From an optimization exercise on the open Yosys and OpenROAD flow, aimed at small area, a short achievable clock period and few clock cycles per item; shortcuts taken in it are not production practice. Power figures rest on the tool's default switching activity, not on a simulated workload.

==> flow/design.v <==
`default_nettype none
package mnps_pkg;
  localparam int DEF_STACK_DEPTH = 16;
  localparam logic FUNC_NOTE_ON  = 1'b0;
  localparam logic FUNC_NOTE_OFF = 1'b1;
  localparam logic [1:0] ACT_NONE    = 2'd0;
  localparam logic [1:0] ACT_START   = 2'd1;
  localparam logic [1:0] ACT_SLIDE   = 2'd2;
  localparam logic [1:0] ACT_RELEASE = 2'd3;
  typedef struct packed {
    logic               func;
    logic        [15:0] note_id;
    logic signed [15:0] note_pitch;
    logic        [15:0] note_velocity;
  } evt_t;
  typedef struct packed {
    logic        [1:0]  action;
    logic        [15:0] voice_id;
    logic signed [15:0] voice_pitch;
    logic        [15:0] voice_velocity;
    logic               overflow;
    logic        [4:0]  held_count;
  } res_t;
  typedef struct packed {
    logic        [15:0] id;
    logic signed [15:0] pitch;
    logic        [15:0] velocity;
  } entry_t;
endpackage
`default_nettype wire
`default_nettype none
module mnps_stack #(
  parameter int STACK_DEPTH = mnps_pkg::DEF_STACK_DEPTH
) (
  input  wire logic                   clk,
  input  wire logic                   rst,
  input  wire logic                   up,
  input  wire logic [STACK_DEPTH-1:0] dn,
  input  wire logic [47:0]            wentry,
  input  wire logic [15:0]            key,
  output logic [STACK_DEPTH-1:0]      eq,
  output logic [STACK_DEPTH-1:0]      valid,
  output logic [STACK_DEPTH-1:0]      valid_n,
  output logic [47:0]                 ent0,
  output logic [47:0]                 ent1
);
  logic [47:0] mem [0:STACK_DEPTH-1];
  for (genvar i = 0; i < STACK_DEPTH; i++) begin : g_ent
    logic [47:0] below;
    logic [47:0] above;
    logic        vbelow;
    logic        vabove;
    logic        hold;
    if (i == 0) begin : g_first
      assign below  = wentry;
      assign vbelow = 1'b1;
    end else begin : g_mid
      assign below  = mem[i-1];
      assign vbelow = valid[i-1];
    end
    if (i == STACK_DEPTH - 1) begin : g_last
      assign above  = mem[i];
      assign vabove = 1'b0;
    end else begin : g_inner
      assign above  = mem[i+1];
      assign vabove = valid[i+1];
    end
    assign hold = !up && !dn[i];
    always_ff @(posedge clk) begin
      mem[i] <= ({48{up}} & below) | ({48{dn[i]}} & above) | ({48{hold}} & mem[i]);
    end
    assign valid_n[i] = (up && vbelow) || (dn[i] && vabove) || (hold && valid[i]);
    always_ff @(posedge clk) begin
      if (rst) begin
        valid[i] <= 1'b0;
      end else begin
        valid[i] <= valid_n[i];
      end
    end
    assign eq[i] = valid[i] && (mem[i][47:32] == key);
  end
  assign ent0 = mem[0];
  assign ent1 = mem[1];
endmodule
`default_nettype wire
`default_nettype none
module mono_note_priority_stack_unit #(
  parameter int STACK_DEPTH = mnps_pkg::DEF_STACK_DEPTH
) (
  input  wire logic           clk,
  input  wire logic           rst,
  input  wire logic           evt_valid,
  output logic                evt_ready,
  input  wire mnps_pkg::evt_t evt,
  output logic                res_valid,
  input  wire logic           res_ready,
  output mnps_pkg::res_t      res
);
  localparam int D = STACK_DEPTH;
  localparam logic [4:0] C_ONE = 5'd1;
  logic         f_v;
  logic         f_func;
  logic [15:0]  f_id;
  logic [15:0]  f_p;
  logic [15:0]  f_vel;
  logic [D-1:0] f_eq;      
  logic         f_found;   
  logic         f_deep;    
  logic         f_up;      
  logic [D-1:0] f_dn;      
  logic         f_rem;     
  logic [1:0]     oc;
  mnps_pkg::res_t s_res;
  mnps_pkg::res_t n_res;
  logic [4:0]  cnt;
  logic [15:0] sid;
  logic        svld;
  logic          go;
  logic          pop;
  logic          f_v_n;
  logic [1:0]    oc_n;
  logic          go_n;
  logic          on_n;
  logic [D-1:0]  eq;
  logic [D-1:0]  eq_c;
  logic [D-1:0]  eq_n;
  logic [D-1:0]  hi_n;
  logic          found_n;
  logic [D-1:0]  valid;
  logic [D-1:0]  valid_n;
  logic          on;
  logic          snd;
  logic          one;
  logic          sel1;
  logic [47:0]   ent0;
  logic [47:0]   ent1;
  logic [47:0]   top;
  logic [4:0]    cnt_n;
  mnps_stack #(
    .STACK_DEPTH (D)
  ) u_stack (
    .clk     (clk),
    .rst     (rst),
    .up      (f_up),
    .dn      (f_dn),
    .wentry  ({f_id, f_p, f_vel}),
    .key     (evt.note_id),
    .eq      (eq),
    .valid   (valid),
    .valid_n (valid_n),
    .ent0    (ent0),
    .ent1    (ent1)
  );
  assign go    = f_v && !oc[1];
  assign pop   = res_valid && res_ready;
  assign f_v_n = evt_ready ? evt_valid : f_v;
  assign oc_n  = oc + {1'b0, go} - {1'b0, pop};
  assign go_n  = f_v_n && !oc_n[1];
  assign on_n  = evt_ready ? (evt.func == mnps_pkg::FUNC_NOTE_ON) : (f_func == mnps_pkg::FUNC_NOTE_ON);
  always_comb begin
    if (f_up) begin
      eq_c = {eq[D-2:0], (f_id == evt.note_id)};
    end else begin
      for (int i = 0; i < D; i++) begin
        eq_c[i] = f_dn[i] ? ((i == D - 1) ? 1'b0 : eq[(i == D - 1) ? i : i + 1]) : eq[i];
      end
    end
  end
  assign eq_n = evt_ready ? eq_c : f_eq;
  always_comb begin
    hi_n[D-1] = 1'b0;
    for (int i = D - 2; i >= 0; i--) begin
      hi_n[i] = hi_n[i+1] | eq_n[i+1];
    end
  end
  assign found_n = hi_n[0] | eq_n[0];
  assign on    = (f_func == mnps_pkg::FUNC_NOTE_ON);
  assign snd   = svld && (sid == f_id);
  assign one   = !valid[1];
  assign sel1  = !f_deep && valid[1];
  assign top   = sel1 ? ent1 : ent0;
  assign cnt_n = f_up ? cnt + C_ONE : f_rem ? cnt - C_ONE : cnt;
  always_comb begin
    if (on) begin
      n_res = {mnps_pkg::ACT_START, f_id, f_p, f_vel, valid[D-1], cnt_n};
    end else if (f_found && snd) begin
      n_res = {(one ? mnps_pkg::ACT_RELEASE : mnps_pkg::ACT_SLIDE), top, 1'b0, cnt_n};
    end else begin
      n_res = {mnps_pkg::ACT_NONE, 48'd0, 1'b0, cnt_n};
    end
  end
  always_ff @(posedge clk) begin
    if (rst) begin
      f_v       <= 1'b0;
      f_up      <= 1'b0;
      f_dn      <= '0;
      f_rem     <= 1'b0;
      oc        <= 2'd0;
      evt_ready <= 1'b1;
      res_valid <= 1'b0;
      cnt       <= 5'd0;
      svld      <= 1'b0;
    end else begin
      f_v       <= f_v_n;
      f_up      <= go_n && on_n && !valid_n[D-1];
      f_dn      <= (go_n && !on_n) ? ~hi_n & {D{found_n}} : '0;
      f_rem     <= go_n && !on_n && found_n;
      oc        <= oc_n;
      evt_ready <= !f_v_n || !oc_n[1];
      res_valid <= (oc_n != 2'd0);
      cnt       <= cnt_n;
      if (go && on) begin
        svld <= 1'b1;
      end else if (f_rem && snd && one) begin
        svld <= 1'b0;
      end
    end
  end
  always_ff @(posedge clk) begin
    if (evt_ready) begin
      f_func <= evt.func;
      f_id   <= evt.note_id;
      f_p    <= evt.note_pitch;
      f_vel  <= evt.note_velocity;
    end
    f_eq    <= eq_n;
    f_found <= found_n;
    f_deep  <= hi_n[0];
    if (go && on) begin
      sid <= f_id;
    end else if (f_rem && snd) begin
      sid <= top[47:32];
    end
    if (!oc[1]) begin
      s_res <= n_res;
    end
    if (!res_valid || res_ready) begin
      res <= oc[1] ? s_res : n_res;
    end
  end
endmodule
`default_nettype wire
`default_nettype none
module mnps_top (
  input  wire logic        clk,
  input  wire logic        rst,
  input  wire logic        evt_valid,
  output logic             evt_ready,
  input  wire logic        evt_func,
  input  wire logic [15:0] evt_note_id,
  input  wire logic [15:0] evt_note_pitch,
  input  wire logic [15:0] evt_note_velocity,
  output logic             res_valid,
  input  wire logic        res_ready,
  output logic [1:0]       res_action,
  output logic [15:0]      res_voice_id,
  output logic [15:0]      res_voice_pitch,
  output logic [15:0]      res_voice_velocity,
  output logic             res_overflow,
  output logic [4:0]       res_held_count
);
  mnps_pkg::evt_t evt;
  mnps_pkg::res_t res;
  assign evt = {evt_func, evt_note_id, evt_note_pitch, evt_note_velocity};
  assign res_action         = res.action;
  assign res_voice_id       = res.voice_id;
  assign res_voice_pitch    = res.voice_pitch;
  assign res_voice_velocity = res.voice_velocity;
  assign res_overflow       = res.overflow;
  assign res_held_count     = res.held_count;
  mono_note_priority_stack_unit #(
    .STACK_DEPTH (mnps_pkg::DEF_STACK_DEPTH)
  ) u_unit (
    .clk       (clk),
    .rst       (rst),
    .evt_valid (evt_valid),
    .evt_ready (evt_ready),
    .evt       (evt),
    .res_valid (res_valid),
    .res_ready (res_ready),
    .res       (res)
  );
endmodule
`default_nettype wire
export LEC_CHECK = 0
export CAP_MARGIN = 20
export CORE_MARGIN = 2
export CORE_UTILIZATION = 40
export SETUP_SLACK_MARGIN = 2.5
export SLEW_MARGIN = 20
create_clock -name core_clock -period 5.0 [get_ports {clk}]
run.sh (not shown) runs the stock make flow with config.mk's settings and CLKGATE_MAP_FILE= SYNTH_SCRIPT=/design/flow/synth_recipe.tcl, a recipe that flattens the netlist after the stock synthesis.
Next try:
--- a/flow/design.v
+++ b/flow/design.v
@@ -103,30 +103,31 @@
   logic [15:0]  f_id;
   logic [15:0]  f_p;
   logic [15:0]  f_vel;
   logic [D-1:0] f_eq;      
+  logic         f_go;      
+  logic         f_up;      
+  logic [D-1:0] f_hi;      
+  logic [D-1:0] f_dn;      
   logic         f_found;   
-  logic         f_deep;    
-  logic         f_up;      
-  logic [D-1:0] f_dn;      
   logic         f_rem;     
   logic [1:0]     oc;
   mnps_pkg::res_t s_res;
   mnps_pkg::res_t n_res;
   logic [4:0]  cnt;
   logic [15:0] sid;
   logic        svld;
   logic          go;
+  logic          ld;
+  logic          r_v;
   logic          pop;
   logic          f_v_n;
   logic [1:0]    oc_n;
   logic          go_n;
   logic          on_n;
   logic [D-1:0]  eq;
   logic [D-1:0]  eq_c;
   logic [D-1:0]  eq_n;
-  logic [D-1:0]  hi_n;
-  logic          found_n;
   logic [D-1:0]  valid;
   logic [D-1:0]  valid_n;
   logic          on;
   logic          snd;
@@ -150,14 +151,16 @@
     .valid_n (valid_n),
     .ent0    (ent0),
     .ent1    (ent1)
   );
-  assign go    = f_v && !oc[1];
-  assign pop   = res_valid && res_ready;
-  assign f_v_n = evt_ready ? evt_valid : f_v;
+  assign go    = f_go;
+  assign ld    = !f_v || f_go;
+  assign r_v   = (oc != 2'd0);
+  assign pop   = r_v && res_ready;
+  assign f_v_n = ld ? evt_valid : f_v;
   assign oc_n  = oc + {1'b0, go} - {1'b0, pop};
   assign go_n  = f_v_n && !oc_n[1];
-  assign on_n  = evt_ready ? (evt.func == mnps_pkg::FUNC_NOTE_ON) : (f_func == mnps_pkg::FUNC_NOTE_ON);
+  assign on_n  = ld ? (evt.func == mnps_pkg::FUNC_NOTE_ON) : (f_func == mnps_pkg::FUNC_NOTE_ON);
   always_comb begin
     if (f_up) begin
       eq_c = {eq[D-2:0], (f_id == evt.note_id)};
     end else begin
@@ -165,20 +168,22 @@
         eq_c[i] = f_dn[i] ? ((i == D - 1) ? 1'b0 : eq[(i == D - 1) ? i : i + 1]) : eq[i];
       end
     end
   end
-  assign eq_n = evt_ready ? eq_c : f_eq;
+  assign eq_n = ld ? eq_c : f_eq;
   always_comb begin
-    hi_n[D-1] = 1'b0;
+    f_hi[D-1] = 1'b0;
     for (int i = D - 2; i >= 0; i--) begin
-      hi_n[i] = hi_n[i+1] | eq_n[i+1];
-    end
-  end
-  assign found_n = hi_n[0] | eq_n[0];
+      f_hi[i] = f_hi[i+1] | f_eq[i+1];
+    end
+  end
+  assign f_found = f_hi[0] | f_eq[0];
+  assign f_rem   = f_go && !on && f_found;
+  assign f_dn    = f_rem ? ~f_hi : '0;
   assign on    = (f_func == mnps_pkg::FUNC_NOTE_ON);
   assign snd   = svld && (sid == f_id);
   assign one   = !valid[1];
-  assign sel1  = !f_deep && valid[1];
+  assign sel1  = !f_hi[0] && valid[1];
   assign top   = sel1 ? ent1 : ent0;
   assign cnt_n = f_up ? cnt + C_ONE : f_rem ? cnt - C_ONE : cnt;
   always_comb begin
     if (on) begin
@@ -191,21 +196,19 @@
   end
   always_ff @(posedge clk) begin
     if (rst) begin
       f_v       <= 1'b0;
+      f_go      <= 1'b0;
       f_up      <= 1'b0;
-      f_dn      <= '0;
-      f_rem     <= 1'b0;
       oc        <= 2'd0;
       evt_ready <= 1'b1;
       res_valid <= 1'b0;
       cnt       <= 5'd0;
       svld      <= 1'b0;
     end else begin
       f_v       <= f_v_n;
+      f_go      <= go_n;
       f_up      <= go_n && on_n && !valid_n[D-1];
-      f_dn      <= (go_n && !on_n) ? ~hi_n & {D{found_n}} : '0;
-      f_rem     <= go_n && !on_n && found_n;
       oc        <= oc_n;
       evt_ready <= !f_v_n || !oc_n[1];
       res_valid <= (oc_n != 2'd0);
       cnt       <= cnt_n;
@@ -216,26 +219,24 @@
       end
     end
   end
   always_ff @(posedge clk) begin
-    if (evt_ready) begin
+    if (ld) begin
       f_func <= evt.func;
       f_id   <= evt.note_id;
       f_p    <= evt.note_pitch;
       f_vel  <= evt.note_velocity;
     end
-    f_eq    <= eq_n;
-    f_found <= found_n;
-    f_deep  <= hi_n[0];
+    f_eq <= eq_n;
     if (go && on) begin
       sid <= f_id;
     end else if (f_rem && snd) begin
       sid <= top[47:32];
     end
     if (!oc[1]) begin
       s_res <= n_res;
     end
-    if (!res_valid || res_ready) begin
+    if (!r_v || res_ready) begin
       res <= oc[1] ? s_res : n_res;
     end
   end
 endmodule
After rerunning:
- register-to-register slack degrades by 0.08 ns
- worst setup slack degrades by 0.050 ns
- first-iteration DRC count is lower by a little under a tenth
- clock skew is lower by 0.011 ns
- core utilization is higher by 2.9 points
- via count is lower slightly
- power is higher by a little under a tenth
- die area is lower by a few percent
- routed wire length is higher by a little under a tenth
- cell count is lower slightly
- worst hold slack improves by 0.012 ns
- global-route usage is lower by 0.12 points
No functional check of the RTL was part of any run of this note.

[afterwards: timing with drivers on the ports]
No port has a modelled driver above. Below, the same layouts with a new extraction and two added sets of constraints. Step 1 sets driving cells, clkbuf_16 on the clock port and buf_2 on the other inputs (assumed; they add their load-dependent delay and slew). Step 2 adds t to the input delays and takes it off the output delays; t is the mean of the earliest and latest rising clock arrival at the registers after step 1. Input paths then give back, and output paths get back, about the clock's delay inside the block. Slacks: no drivers / after step 1 / after step 2; pairs: no drivers / after step 1.
| run | t (ns) | setup WS [ns] | worst hold slack (ns) | latest minus earliest clock arrival (ns) | worst data-port slew with drivers (ns) |
|---|---|---|---|---|---|
| the first run | 0.736 | 2.356 / 2.385 / 1.650 | 0.447 / 0.447 / 0.447 | 0.037 / 0.037 | 0.09 |
| the second run | 0.746 | 2.305 / 2.305 / 1.831 | 0.459 / 0.459 / 0.459 | 0.025 / 0.025 | 0.05 |
After both steps every run listed still meets setup and hold. For the first run, which loses most, drivers alone change the setup slack by +0.029 ns; drivers and shift together by -0.706 ns.
